Background: an optimization exercise with open tools, aiming at small area and few clock cycles. Do not read the settings as production practice.
At most, simulation tests tie the RTL to the original design; equivalence was not proved.

==> job 9344: inputs <==
Design conv_top, start of the top module:
module conv_top (
	input  logic                  clk,
	input  logic                  rst,
	input  logic                  coef_valid,
	output logic                  coef_ready,
	input  logic [16-1:0]  coef_data,
	input  logic                  pix_valid,
	output logic                  pix_ready,
	input  logic [8-1:0]      pix_data,
	output logic                  out_valid,
	input  logic                  out_ready,
	output logic [2-1:0][20-1:0]     out_data,
	output logic [$clog2(8)-1:0]        out_row,
	output logic [$clog2(8)-1:0]        out_col,
	output logic                  frame_done
);
export LEC_CHECK = 0
export ABC_AREA = 1
export CAP_MARGIN = 20
export CORE_MARGIN = 2
export CORE_UTILIZATION = 55
export CTS_BUF_LIST = sky130_fd_sc_hd__clkbuf_16
export CTS_CLUSTER_DIAMETER = 110
export CTS_CLUSTER_SIZE = 25
export SLEW_MARGIN = 20
create_clock -name core_clock -period 7.0 [get_ports {clk}]
run.sh (not shown) runs the stock make flow with config.mk's settings and CLKGATE_MAP_FILE= SYNTH_SCRIPT=/design/flow/synth_recipe.tcl, a recipe that flattens the netlist after the stock synthesis.
==> job 825: changes against job 9344 <==
--- a/flow/design.v
+++ b/flow/design.v
@@ -23,13 +23,12 @@
 	input  wire [8:0] p0,
 	input  wire [8:0] p1,
 	input  wire [8:0] p2,
 	input  wire [8:0] p3,
 	input  wire [15:0] b,
-	output wire [19:0] ya,       
-	output wire [19:6] yb,      
-	output wire yc               
+	output wire [19:0] ya,
+	output wire [19:0] yb
 );
 	wire d0a0 = x0[0] & ~x1[0];
 	wire d0b0 = ~x0[0] & x1[0];
 	wire d0c0 = x0[0] & x1[0];
 	wire d0t0_0 = (d0a0 & w0[0]) | (d0b0 & w1[0]) | (d0c0 & p0[0]);
@@ -1417,101 +1416,12 @@
 	wire n953 = (n848 & n900) | (n954 & n898);
 	wire n955 = n901 ^ n903;
 	wire n956 = n901 & n903;
 	wire [19:0] ra = {1'b1, n904, n955, n950, n947, n944, n941, n938, n935, n932, n929, n926, n923, n920, n917, n915, n912, n910, n907, n906};
 	wire [19:0] rb = {1'b0, n956, n953, n952, n949, n946, n943, n940, n937, n934, n931, n928, n925, n922, n919, n916, n914, n911, n909, 1'b0};
-	wire ws0 = n906 ^ 1'b0;
-	wire wc0 = n906 & 1'b0;
-	wire wx1 = n907 ^ n909;
-	wire ws1 = wx1 ^ wc0;
-	wire wc1 = (n907 & n909) | (wx1 & wc0);
-	wire wx2 = n910 ^ n911;
-	wire ws2 = wx2 ^ wc1;
-	wire wc2 = (n910 & n911) | (wx2 & wc1);
-	wire wx3 = n912 ^ n914;
-	wire ws3 = wx3 ^ wc2;
-	wire wc3 = (n912 & n914) | (wx3 & wc2);
-	wire wx4 = n915 ^ n916;
-	wire ws4 = wx4 ^ wc3;
-	wire wc4 = (n915 & n916) | (wx4 & wc3);
-	wire wx5 = n917 ^ n919;
-	wire ws5 = wx5 ^ wc4;
-	wire wc5 = (n917 & n919) | (wx5 & wc4);
-	assign ya = {1'b1, n904, n955, n950, n947, n944, n941, n938, n935, n932, n929, n926, n923, n920, ws5, ws4, ws3, ws2, ws1, ws0};
-	assign yb = {1'b0, n956, n953, n952, n949, n946, n943, n940, n937, n934, n931, n928, n925, n922};
-	assign yc = wc5;
-endmodule
-module conv_add20 (
-	input  wire [19:6] a,
-	input  wire [19:6] b,
-	input  wire ci,
-	output wire [19:6] y
-);
-	wire lx0 = a[6] ^ b[6];
-	wire ls0 = lx0 ^ ci;
-	wire lc0 = (a[6] & b[6]) | (lx0 & ci);
-	wire lx1 = a[7] ^ b[7];
-	wire ls1 = lx1 ^ lc0;
-	wire lc1 = (a[7] & b[7]) | (lx1 & lc0);
-	wire lx2 = a[8] ^ b[8];
-	wire ls2 = lx2 ^ lc1;
-	wire lc2 = (a[8] & b[8]) | (lx2 & lc1);
-	wire lx3 = a[9] ^ b[9];
-	wire ls3 = lx3 ^ lc2;
-	wire lc3 = (a[9] & b[9]) | (lx3 & lc2);
-	wire lx4 = a[10] ^ b[10];
-	wire ls4 = lx4 ^ lc3;
-	wire lc4 = (a[10] & b[10]) | (lx4 & lc3);
-	wire lx5 = a[11] ^ b[11];
-	wire ls5 = lx5 ^ lc4;
-	wire lc5 = (a[11] & b[11]) | (lx5 & lc4);
-	wire lx6 = a[12] ^ b[12];
-	wire ls6 = lx6 ^ lc5;
-	wire lc6 = (a[12] & b[12]) | (lx6 & lc5);
-	wire zx0 = a[13] ^ b[13];
-	wire zs0 = zx0 ^ 1'b0;
-	wire zc0 = (a[13] & b[13]) | (zx0 & 1'b0);
-	wire zx1 = a[14] ^ b[14];
-	wire zs1 = zx1 ^ zc0;
-	wire zc1 = (a[14] & b[14]) | (zx1 & zc0);
-	wire zx2 = a[15] ^ b[15];
-	wire zs2 = zx2 ^ zc1;
-	wire zc2 = (a[15] & b[15]) | (zx2 & zc1);
-	wire zx3 = a[16] ^ b[16];
-	wire zs3 = zx3 ^ zc2;
-	wire zc3 = (a[16] & b[16]) | (zx3 & zc2);
-	wire zx4 = a[17] ^ b[17];
-	wire zs4 = zx4 ^ zc3;
-	wire zc4 = (a[17] & b[17]) | (zx4 & zc3);
-	wire zx5 = a[18] ^ b[18];
-	wire zs5 = zx5 ^ zc4;
-	wire zc5 = (a[18] & b[18]) | (zx5 & zc4);
-	wire zx6 = a[19] ^ b[19];
-	wire zs6 = zx6 ^ zc5;
-	wire zc6 = (a[19] & b[19]) | (zx6 & zc5);
-	wire ox0 = a[13] ^ b[13];
-	wire os0 = ox0 ^ 1'b1;
-	wire oc0 = (a[13] & b[13]) | (ox0 & 1'b1);
-	wire ox1 = a[14] ^ b[14];
-	wire os1 = ox1 ^ oc0;
-	wire oc1 = (a[14] & b[14]) | (ox1 & oc0);
-	wire ox2 = a[15] ^ b[15];
-	wire os2 = ox2 ^ oc1;
-	wire oc2 = (a[15] & b[15]) | (ox2 & oc1);
-	wire ox3 = a[16] ^ b[16];
-	wire os3 = ox3 ^ oc2;
-	wire oc3 = (a[16] & b[16]) | (ox3 & oc2);
-	wire ox4 = a[17] ^ b[17];
-	wire os4 = ox4 ^ oc3;
-	wire oc4 = (a[17] & b[17]) | (ox4 & oc3);
-	wire ox5 = a[18] ^ b[18];
-	wire os5 = ox5 ^ oc4;
-	wire oc5 = (a[18] & b[18]) | (ox5 & oc4);
-	wire ox6 = a[19] ^ b[19];
-	wire os6 = ox6 ^ oc5;
-	wire oc6 = (a[19] & b[19]) | (ox6 & oc5);
-	assign y = {(lc6 ? os6 : zs6), (lc6 ? os5 : zs5), (lc6 ? os4 : zs4), (lc6 ? os3 : zs3), (lc6 ? os2 : zs2), (lc6 ? os1 : zs1), (lc6 ? os0 : zs0), ls6, ls5, ls4, ls3, ls2, ls1, ls0};
+	assign ya = ra;
+	assign yb = rb;
 endmodule
 `default_nettype wire
 `default_nettype none
 `timescale 1ns/1ns
 module conv_top (
@@ -1550,36 +1460,15 @@
 	logic [7:0][8:0] pq;
 	logic pair_acc;
 	assign pair_acc = coef_acc && (coef_cnt == 5'd1 || coef_cnt == 5'd3 || coef_cnt == 5'd5
 		|| coef_cnt == 5'd7 || coef_cnt == 5'd10 || coef_cnt == 5'd12 || coef_cnt == 5'd14
 		|| coef_cnt == 5'd16);
-	logic [8:0] pair_sum;
-	logic [8:0] pair_cy;
-	always_comb
-	begin
-		logic pa, pb;
-		for (int i = 0; i < 9; i++)
-		begin
-			pa = coef_data[(i < 8) ? i : 7];
-			pb = bq[1][(i < 8) ? i : 7];
-			if (i == 0)
-			begin
-				pair_sum[i] = pa ^ pb;
-				pair_cy[i] = pa & pb;
-			end
-			else
-			begin
-				pair_sum[i] = pa ^ pb ^ pair_cy[i-1];
-				pair_cy[i] = (pa & pb) | ((pa ^ pb) & pair_cy[i-1]);
-			end
-		end
-	end
 	always_ff @(posedge clk)
 	begin
 		if (pair_acc)
 		begin
-			pq[7] <= pair_sum;
+			pq[7] <= $signed(coef_data[7:0]) + $signed(bq[1][7:0]);
 			for (int i = 0; i < 7; i++)
 				pq[i] <= pq[i+1];
 		end
 	end
 	always_ff @(posedge clk)
@@ -1632,14 +1521,11 @@
 		end
 	end
 	assign out_row = qr;
 	assign out_col = qc;
 	assign frame_done = out_valid && out_ready && (qr == 3'd5) && (qc == 3'd5);
-	localparam int LOW_K = 6;
-	logic [2-1:0][20-1:0] sum_a, sum_aq;
-	logic [2-1:0][20-1:LOW_K] sum_b, sum_bq;
-	logic [2-1:0] sum_c, sum_cq;
+	logic [2-1:0][20-1:0] sum_a, sum_b, sum_aq, sum_bq;
 	for (genvar c = 0; c < 2; c++)
 	begin : g_ch
 		conv_sum9 u_sum9 (
 			.x0(s[17]), .w0(wq[c*9+0]),
 			.x1(s[16]), .w1(wq[c*9+1]),
@@ -1651,30 +1537,22 @@
 			.x7(s[0]),  .w7(wq[c*9+7]),
 			.x8(pix_data), .w8(wq[c*9+8]),
 			.p0(pq[c*4+0]), .p1(pq[c*4+1]), .p2(pq[c*4+2]), .p3(pq[c*4+3]),
 			.b(bq[c]),
 			.ya(sum_a[c]),
-			.yb(sum_b[c]),
-			.yc(sum_c[c])
+			.yb(sum_b[c])
 		);
 	end
 	always_ff @(posedge clk)
 	begin
 		if (pix_acc)
 		begin
 			sum_aq <= sum_a;
 			sum_bq <= sum_b;
-			sum_cq <= sum_c;
 		end
 	end
 	for (genvar c = 0; c < 2; c++)
 	begin : g_out
-		assign out_data[c][LOW_K-1:0] = sum_aq[c][LOW_K-1:0];
-		conv_add20 u_add (
-			.a(sum_aq[c][20-1:LOW_K]),
-			.b(sum_bq[c]),
-			.ci(sum_cq[c]),
-			.y(out_data[c][20-1:LOW_K])
-		);
+		assign out_data[c] = sum_aq[c] + sum_bq[c];
 	end
 endmodule
 `default_nettype wire
- CORE_UTILIZATION: 55 -> 50
- CTS_BUF_LIST: sky130_fd_sc_hd__clkbuf_16 -> sky130_fd_sc_hd__clkbuf_4 sky130_fd_sc_hd__clkbuf_8
- CTS_CLUSTER_DIAMETER: 110 -> not set
- CTS_CLUSTER_SIZE: 25 -> not set
==> job 8301: changes against job 9344 <==
--- a/flow/design.v
+++ b/flow/design.v
@@ -23,13 +23,11 @@
 	input  wire [8:0] p0,
 	input  wire [8:0] p1,
 	input  wire [8:0] p2,
 	input  wire [8:0] p3,
 	input  wire [15:0] b,
-	output wire [19:0] ya,       
-	output wire [19:6] yb,      
-	output wire yc               
+	output wire [19:0] y
 );
 	wire d0a0 = x0[0] & ~x1[0];
 	wire d0b0 = ~x0[0] & x1[0];
 	wire d0c0 = x0[0] & x1[0];
 	wire d0t0_0 = (d0a0 & w0[0]) | (d0b0 & w1[0]) | (d0c0 & p0[0]);
@@ -1417,101 +1415,11 @@
 	wire n953 = (n848 & n900) | (n954 & n898);
 	wire n955 = n901 ^ n903;
 	wire n956 = n901 & n903;
 	wire [19:0] ra = {1'b1, n904, n955, n950, n947, n944, n941, n938, n935, n932, n929, n926, n923, n920, n917, n915, n912, n910, n907, n906};
 	wire [19:0] rb = {1'b0, n956, n953, n952, n949, n946, n943, n940, n937, n934, n931, n928, n925, n922, n919, n916, n914, n911, n909, 1'b0};
-	wire ws0 = n906 ^ 1'b0;
-	wire wc0 = n906 & 1'b0;
-	wire wx1 = n907 ^ n909;
-	wire ws1 = wx1 ^ wc0;
-	wire wc1 = (n907 & n909) | (wx1 & wc0);
-	wire wx2 = n910 ^ n911;
-	wire ws2 = wx2 ^ wc1;
-	wire wc2 = (n910 & n911) | (wx2 & wc1);
-	wire wx3 = n912 ^ n914;
-	wire ws3 = wx3 ^ wc2;
-	wire wc3 = (n912 & n914) | (wx3 & wc2);
-	wire wx4 = n915 ^ n916;
-	wire ws4 = wx4 ^ wc3;
-	wire wc4 = (n915 & n916) | (wx4 & wc3);
-	wire wx5 = n917 ^ n919;
-	wire ws5 = wx5 ^ wc4;
-	wire wc5 = (n917 & n919) | (wx5 & wc4);
-	assign ya = {1'b1, n904, n955, n950, n947, n944, n941, n938, n935, n932, n929, n926, n923, n920, ws5, ws4, ws3, ws2, ws1, ws0};
-	assign yb = {1'b0, n956, n953, n952, n949, n946, n943, n940, n937, n934, n931, n928, n925, n922};
-	assign yc = wc5;
-endmodule
-module conv_add20 (
-	input  wire [19:6] a,
-	input  wire [19:6] b,
-	input  wire ci,
-	output wire [19:6] y
-);
-	wire lx0 = a[6] ^ b[6];
-	wire ls0 = lx0 ^ ci;
-	wire lc0 = (a[6] & b[6]) | (lx0 & ci);
-	wire lx1 = a[7] ^ b[7];
-	wire ls1 = lx1 ^ lc0;
-	wire lc1 = (a[7] & b[7]) | (lx1 & lc0);
-	wire lx2 = a[8] ^ b[8];
-	wire ls2 = lx2 ^ lc1;
-	wire lc2 = (a[8] & b[8]) | (lx2 & lc1);
-	wire lx3 = a[9] ^ b[9];
-	wire ls3 = lx3 ^ lc2;
-	wire lc3 = (a[9] & b[9]) | (lx3 & lc2);
-	wire lx4 = a[10] ^ b[10];
-	wire ls4 = lx4 ^ lc3;
-	wire lc4 = (a[10] & b[10]) | (lx4 & lc3);
-	wire lx5 = a[11] ^ b[11];
-	wire ls5 = lx5 ^ lc4;
-	wire lc5 = (a[11] & b[11]) | (lx5 & lc4);
-	wire lx6 = a[12] ^ b[12];
-	wire ls6 = lx6 ^ lc5;
-	wire lc6 = (a[12] & b[12]) | (lx6 & lc5);
-	wire zx0 = a[13] ^ b[13];
-	wire zs0 = zx0 ^ 1'b0;
-	wire zc0 = (a[13] & b[13]) | (zx0 & 1'b0);
-	wire zx1 = a[14] ^ b[14];
-	wire zs1 = zx1 ^ zc0;
-	wire zc1 = (a[14] & b[14]) | (zx1 & zc0);
-	wire zx2 = a[15] ^ b[15];
-	wire zs2 = zx2 ^ zc1;
-	wire zc2 = (a[15] & b[15]) | (zx2 & zc1);
-	wire zx3 = a[16] ^ b[16];
-	wire zs3 = zx3 ^ zc2;
-	wire zc3 = (a[16] & b[16]) | (zx3 & zc2);
-	wire zx4 = a[17] ^ b[17];
-	wire zs4 = zx4 ^ zc3;
-	wire zc4 = (a[17] & b[17]) | (zx4 & zc3);
-	wire zx5 = a[18] ^ b[18];
-	wire zs5 = zx5 ^ zc4;
-	wire zc5 = (a[18] & b[18]) | (zx5 & zc4);
-	wire zx6 = a[19] ^ b[19];
-	wire zs6 = zx6 ^ zc5;
-	wire zc6 = (a[19] & b[19]) | (zx6 & zc5);
-	wire ox0 = a[13] ^ b[13];
-	wire os0 = ox0 ^ 1'b1;
-	wire oc0 = (a[13] & b[13]) | (ox0 & 1'b1);
-	wire ox1 = a[14] ^ b[14];
-	wire os1 = ox1 ^ oc0;
-	wire oc1 = (a[14] & b[14]) | (ox1 & oc0);
-	wire ox2 = a[15] ^ b[15];
-	wire os2 = ox2 ^ oc1;
-	wire oc2 = (a[15] & b[15]) | (ox2 & oc1);
-	wire ox3 = a[16] ^ b[16];
-	wire os3 = ox3 ^ oc2;
-	wire oc3 = (a[16] & b[16]) | (ox3 & oc2);
-	wire ox4 = a[17] ^ b[17];
-	wire os4 = ox4 ^ oc3;
-	wire oc4 = (a[17] & b[17]) | (ox4 & oc3);
-	wire ox5 = a[18] ^ b[18];
-	wire os5 = ox5 ^ oc4;
-	wire oc5 = (a[18] & b[18]) | (ox5 & oc4);
-	wire ox6 = a[19] ^ b[19];
-	wire os6 = ox6 ^ oc5;
-	wire oc6 = (a[19] & b[19]) | (ox6 & oc5);
-	assign y = {(lc6 ? os6 : zs6), (lc6 ? os5 : zs5), (lc6 ? os4 : zs4), (lc6 ? os3 : zs3), (lc6 ? os2 : zs2), (lc6 ? os1 : zs1), (lc6 ? os0 : zs0), ls6, ls5, ls4, ls3, ls2, ls1, ls0};
+	assign y = ra + rb;
 endmodule
 `default_nettype wire
 `default_nettype none
 `timescale 1ns/1ns
 module conv_top (
@@ -1550,36 +1458,15 @@
 	logic [7:0][8:0] pq;
 	logic pair_acc;
 	assign pair_acc = coef_acc && (coef_cnt == 5'd1 || coef_cnt == 5'd3 || coef_cnt == 5'd5
 		|| coef_cnt == 5'd7 || coef_cnt == 5'd10 || coef_cnt == 5'd12 || coef_cnt == 5'd14
 		|| coef_cnt == 5'd16);
-	logic [8:0] pair_sum;
-	logic [8:0] pair_cy;
-	always_comb
-	begin
-		logic pa, pb;
-		for (int i = 0; i < 9; i++)
-		begin
-			pa = coef_data[(i < 8) ? i : 7];
-			pb = bq[1][(i < 8) ? i : 7];
-			if (i == 0)
-			begin
-				pair_sum[i] = pa ^ pb;
-				pair_cy[i] = pa & pb;
-			end
-			else
-			begin
-				pair_sum[i] = pa ^ pb ^ pair_cy[i-1];
-				pair_cy[i] = (pa & pb) | ((pa ^ pb) & pair_cy[i-1]);
-			end
-		end
-	end
 	always_ff @(posedge clk)
 	begin
 		if (pair_acc)
 		begin
-			pq[7] <= pair_sum;
+			pq[7] <= $signed(coef_data[7:0]) + $signed(bq[1][7:0]);
 			for (int i = 0; i < 7; i++)
 				pq[i] <= pq[i+1];
 		end
 	end
 	always_ff @(posedge clk)
@@ -1632,14 +1519,11 @@
 		end
 	end
 	assign out_row = qr;
 	assign out_col = qc;
 	assign frame_done = out_valid && out_ready && (qr == 3'd5) && (qc == 3'd5);
-	localparam int LOW_K = 6;
-	logic [2-1:0][20-1:0] sum_a, sum_aq;
-	logic [2-1:0][20-1:LOW_K] sum_b, sum_bq;
-	logic [2-1:0] sum_c, sum_cq;
+	logic [2-1:0][20-1:0] sum_d;
 	for (genvar c = 0; c < 2; c++)
 	begin : g_ch
 		conv_sum9 u_sum9 (
 			.x0(s[17]), .w0(wq[c*9+0]),
 			.x1(s[16]), .w1(wq[c*9+1]),
@@ -1650,31 +1534,15 @@
 			.x6(s[1]),  .w6(wq[c*9+6]),
 			.x7(s[0]),  .w7(wq[c*9+7]),
 			.x8(pix_data), .w8(wq[c*9+8]),
 			.p0(pq[c*4+0]), .p1(pq[c*4+1]), .p2(pq[c*4+2]), .p3(pq[c*4+3]),
 			.b(bq[c]),
-			.ya(sum_a[c]),
-			.yb(sum_b[c]),
-			.yc(sum_c[c])
+			.y(sum_d[c])
 		);
 	end
 	always_ff @(posedge clk)
 	begin
 		if (pix_acc)
-		begin
-			sum_aq <= sum_a;
-			sum_bq <= sum_b;
-			sum_cq <= sum_c;
-		end
-	end
-	for (genvar c = 0; c < 2; c++)
-	begin : g_out
-		assign out_data[c][LOW_K-1:0] = sum_aq[c][LOW_K-1:0];
-		conv_add20 u_add (
-			.a(sum_aq[c][20-1:LOW_K]),
-			.b(sum_bq[c]),
-			.ci(sum_cq[c]),
-			.y(out_data[c][20-1:LOW_K])
-		);
+			out_data <= sum_d;
 	end
 endmodule
 `default_nettype wire
- CORE_UTILIZATION: 55 -> 50
- CTS_BUF_LIST: sky130_fd_sc_hd__clkbuf_16 -> not set
- CTS_CLUSTER_DIAMETER: 110 -> not set
- CTS_CLUSTER_SIZE: 25 -> not set
==> qor summary <==
|  | job 9344 | job 825 | job 8301 |
|---|---|---|---|
| Placed instance area | 41,300 um^2 | 42,800 um^2 | 43,800 um^2 |
| Worst slew pin tran | 1.11 ns | 0.991 ns | 0.926 ns |
| Minimum hold slack | 0.404 ns | 0.416 ns | 0.417 ns |
| Total via count in the routed design | 31,900 | 32,400 | 33,000 |
| Fraction of area in registers | 0.334 | 0.320 | 0.290 |
| Number of buffer and inverter instances along the worst setup path | 4 | 2 | 4 |
| Largest stage delay on the critical path | 0.60 ns | 0.82 ns | 0.64 ns |
| Relative slew slack | 0.260 | 0.337 | 0.383 |
| Fraction of cell area in non-clock buffers | 0.0345 | 0.0356 | 0.0821 |
| Outcome | no timing/DRC/antenna violations | no timing/DRC/antenna violations | no timing/DRC/antenna violations |
| Post-place setup slack | 0.323 ns | 0.597 ns | -0.456 ns |
| Clock network contribution to total cell area | 0.0200 | 0.0411 | 0.0403 |
| Mapped Nets | 4,176 | 4,445 | 4,390 |
| Count of plain and timing-repair buffers in the layout | 165 | 184 | 441 |
| Number of buffers created by CTS | 26 | 88 | 53 |
| Seq Cell Count | 470 | 478 | 444 |
| Part of the Yosys area used for sequential elements | 0.358 | 0.353 | 0.338 |
| Setup Skew | 0.0507 ns | 0.0610 ns | 0.0357 ns |
| Max Clk Rate | 0.146 GHz | 0.159 GHz | 0.147 GHz |
| Met1 WL | 60,200 um | 58,800 um | 62,900 um |
Testbench counts of job 9344, summed over its fixed seeds: cycles 3,240.
Testbench counts of job 825, summed over its fixed seeds: cycles 3,240.
The RTL of job 8301 was laid out without a check of its function.

[re-timing with driven ports]
Ports are ideal in the flow. The routed layouts listed here were re-timed in OpenROAD.
Step 1, drivers: a clkbuf_16 drives clk and a buf_2 each remaining input, both assumed.
Step 2 also shifts input and output timing later by t, the mid clock arrival at the registers, as if the neighbouring blocks saw the same clock.
Slacks: ideal ports / drivers / drivers and shift; pairs: ideal ports / drivers.
run	shift t [ns]	slack for setup (ns)	pins driven straight from the clock port
job 9344	0.729	0.152 / 0.083 / 0.182	1
job 825	0.834	0.704 / 0.704 / 0.497	1
job 8301	0.709	0.205 / 0.205 / -0.309	1
Met with ideal ports but missed after step 2: setup timing in job 8301. The setup slack of job 8301, which loses most, moves by 0.000 ns with the drivers and by -0.514 ns with both steps.
